From an optimization exercise on the open Yosys and OpenROAD flow, aimed at small area, a short achievable clock period and few clock cycles per item; shortcuts taken in it are not production practice.

// ieee754_mul_arb
module ieee754_mul_arb (
  input  logic        clk,
  input  logic        rst_n,
  input  logic        req0_valid,
  input  logic [31:0] req0_a,
  input  logic [31:0] req0_b,
  output logic        req0_ready,
  input  logic        req1_valid,
  input  logic [31:0] req1_a,
  input  logic [31:0] req1_b,
  output logic        req1_ready,
  output logic        rsp_valid,
  input  logic        rsp_ready,
  output logic        rsp_id,
  output logic [31:0] rsp_s,
  output logic        rsp_ovf,
  output logic        rsp_unf
);
Size in the first run: about 3000 cells after synthesis, ~170 I/O pins, about 29000 µm² of cells after synthesis.
clock: 10.5 ns
lec_check: 0
cap_margin: 20
core_margin: 2
core_utilization: 55
slew_margin: 20
synth_hierarchical: 1
standard.sh (not shown) runs the stock make flow with config.mk's settings and CLKGATE_MAP_FILE= SYNTH_SCRIPT=/design/flow/synth_recipe.tcl, a recipe that flattens the netlist after the stock synthesis.
==> flow/flow/run.sh <==
#!/bin/bash
# The standard layout (standard.sh) with changes to how it is made, not to what it must meet
# (the clock and constraints are the design's):
#  - timing repair aims at a setup slack of SETUP_SLACK_MARGIN ns instead of the default;
#  - the buffers that every port gets are buf_2 cells instead of the default delay buffers;
#  - clock tree synthesis builds the tree from clkbuf_8 cells (clkbuf_16 at the root) and adds
#    no dummy loads.
# standard.sh's output goes to standard.log here; each ORFS step logs to orfs/logs/.
set -euo pipefail
export SETUP_SLACK_MARGIN=7.0
export BUFFER_PORTS_ARGS="-buffer_cell sky130_fd_sc_hd__buf_2"
export CTS_ARGS="-sink_clustering_enable -repair_clock_nets -dont_use_dummy_load -root_buf sky130_fd_sc_hd__clkbuf_16 -buf_list sky130_fd_sc_hd__clkbuf_8"
bash standard.sh > standard.log 2>&1
The baseline ran to the end with no violations.
Change:
==> flow/flow/run.sh (replaced) <==
#!/bin/bash
# The standard layout (standard.sh) with two changes to how it is made, not to what it must
# meet (the clock and constraints are the design's):
#  - timing repair aims at a setup slack of SETUP_SLACK_MARGIN ns instead of the default;
#  - the buffers that every port gets are buf_2 cells instead of the default delay buffers.
# standard.sh's output (make and every tool it runs) goes to standard.log here.
set -euo pipefail
export SETUP_SLACK_MARGIN=6.9
export BUFFER_PORTS_ARGS="-buffer_cell sky130_fd_sc_hd__buf_2"
bash standard.sh > standard.log 2>&1
Outcome: The new run finished with timing, DRC and antenna clean. Clock skew drops by 0.0068 ns. Worst setup slack is worse by 0.058 ns. Routed wire length drops slightly. Via count stays flat. Cell count hardly moves. Critical path depth climbs by 1. Die area stays the same. Utilization climbs by 0.34 points. Area after synthesis stays the same. Worst hold slack barely changes. Non-clock buffer count drops by 9.
Change:
--- a/flow/flow/run.sh
+++ b/flow/flow/run.sh
@@ -7,3 +7,3 @@
 set -euo pipefail
-export SETUP_SLACK_MARGIN=6.9
+export SETUP_SLACK_MARGIN=7.2
 export BUFFER_PORTS_ARGS="-buffer_cell sky130_fd_sc_hd__buf_2"
Worst hold slack is worse by 0.019 ns.
Synthesized area is unchanged.
Cell count goes up by a few percent.
Global-route usage went down by 0.18 points.
Count of clock-buffer cells in the layout goes down by 3.
Die area does not change.
Change:
--- a/flow/flow/run.sh
+++ b/flow/flow/run.sh
@@ -7,3 +7,3 @@
 set -euo pipefail
-export SETUP_SLACK_MARGIN=7.2
+export SETUP_SLACK_MARGIN=7.0
 export BUFFER_PORTS_ARGS="-buffer_cell sky130_fd_sc_hd__buf_2"
Synthesized area does not change.
Global-route usage goes up by 0.67 points.
Synthesized cell count is unchanged.
Routed wire length goes down by a few percent.
Die area is unchanged.
Via count goes down by a few percent.
Cell count goes down slightly.
No run of this note included a check of the RTL's function; only the layout flow was run.

* * *

## pepper
ieee754_mul_arb, a different RTL version from the one above (not shown whole).
For scale: roughly 3000 cells after synthesis, ~29000 um^2 of cells after synthesis.
export LEC_CHECK = 0
export CAP_MARGIN = 20
export CORE_MARGIN = 2
export CORE_UTILIZATION = 55
export SLEW_MARGIN = 20
export SYNTH_HIERARCHICAL = 1
create_clock -name core_clock -period 10.5 [get_ports {clk}]
==> flow/flow/run.sh <==
#!/bin/bash
# The standard layout (standard.sh) with changes to how it is made, not to what it must meet
# (the clock and constraints are the design's):
#  - timing repair aims at a setup slack of SETUP_SLACK_MARGIN ns instead of the default;
#  - the buffers that every port gets are buf_2 cells instead of the default delay buffers;
#  - clock tree synthesis builds the tree from clkbuf_8 cells (clkbuf_16 at the root) and adds
#    no dummy loads.
# standard.sh's output goes to standard.log here; each ORFS step logs to orfs/logs/.
set -euo pipefail
export SETUP_SLACK_MARGIN=7.2
export BUFFER_PORTS_ARGS="-buffer_cell sky130_fd_sc_hd__buf_2"
export CTS_ARGS="-sink_clustering_enable -repair_clock_nets -dont_use_dummy_load -root_buf sky130_fd_sc_hd__clkbuf_16 -buf_list sky130_fd_sc_hd__clkbuf_8"
bash standard.sh > standard.log 2>&1
[inputs] maple vs pepper
diff --git a/flow/flow/run.sh b/flow/flow/run.sh
--- a/flow/flow/run.sh
+++ b/flow/flow/run.sh
@@ -10 +10 @@
-export SETUP_SLACK_MARGIN=7.2
+export SETUP_SLACK_MARGIN=7.0
maple completed end to end with timing, DRC and antenna clean. Between maple and pepper, the number of tap cells inserted figures differ only marginally. maple improves on pepper in final area. Register-to-register path setup slack in maple vs pepper: down 0.08 ns. Per the comparison of maple with pepper, setup-violating endpoint count in the final report did not really move; maximum frequency went down.
No run of this note included a check of the RTL's function; only the layout flow was run.

[re-timing with driven ports]
The results above use ideal ports. As a check the final layouts listed here were re-extracted and re-timed, cells and wires unchanged.
Step 1 assumes that a clkbuf_16 drives the clock port and a buf_2 every other input.
Step 2 times the ports against the registers' clock, not the clock port: input delays grow and output delays shrink by t, the midpoint of the rising clock arrivals with the driver on.
Slacks: no drivers / after step 1 / after step 2; pairs: no drivers / after step 1.
run | shift t [ns] | slack for setup (ns) | slew at the worst register clock pin (ns) | worst data-port slew with drivers (ns) | cell pins on the clock port's net
the first run of note 1 | 0.584 | 6.953 / 6.953 / 6.784 | 0.07 / 0.07 | 0.04 | 1
the second run of note 1 | 0.665 | 6.895 / 6.895 / 6.703 | 0.08 / 0.08 | 0.04 | 1
the third run of note 1 | 0.656 | 7.036 / 7.036 / 6.756 | 0.07 / 0.07 | 0.04 | 1
the fourth run of note 1 | 0.665 | 6.976 / 6.976 / 6.778 | 0.07 / 0.07 | 0.04 | 1
pepper | 0.586 | 7.124 / 7.124 / 6.968 | 0.06 / 0.06 | 0.05 | 1
maple | 0.584 | 7.049 / 7.049 / 6.790 | 0.06 / 0.06 | 0.05 | 1
After both steps every run listed still meets setup and hold. The setup slack of the third run of note 1, which loses most, moves by 0.000 ns with the drivers and by -0.280 ns with both steps.
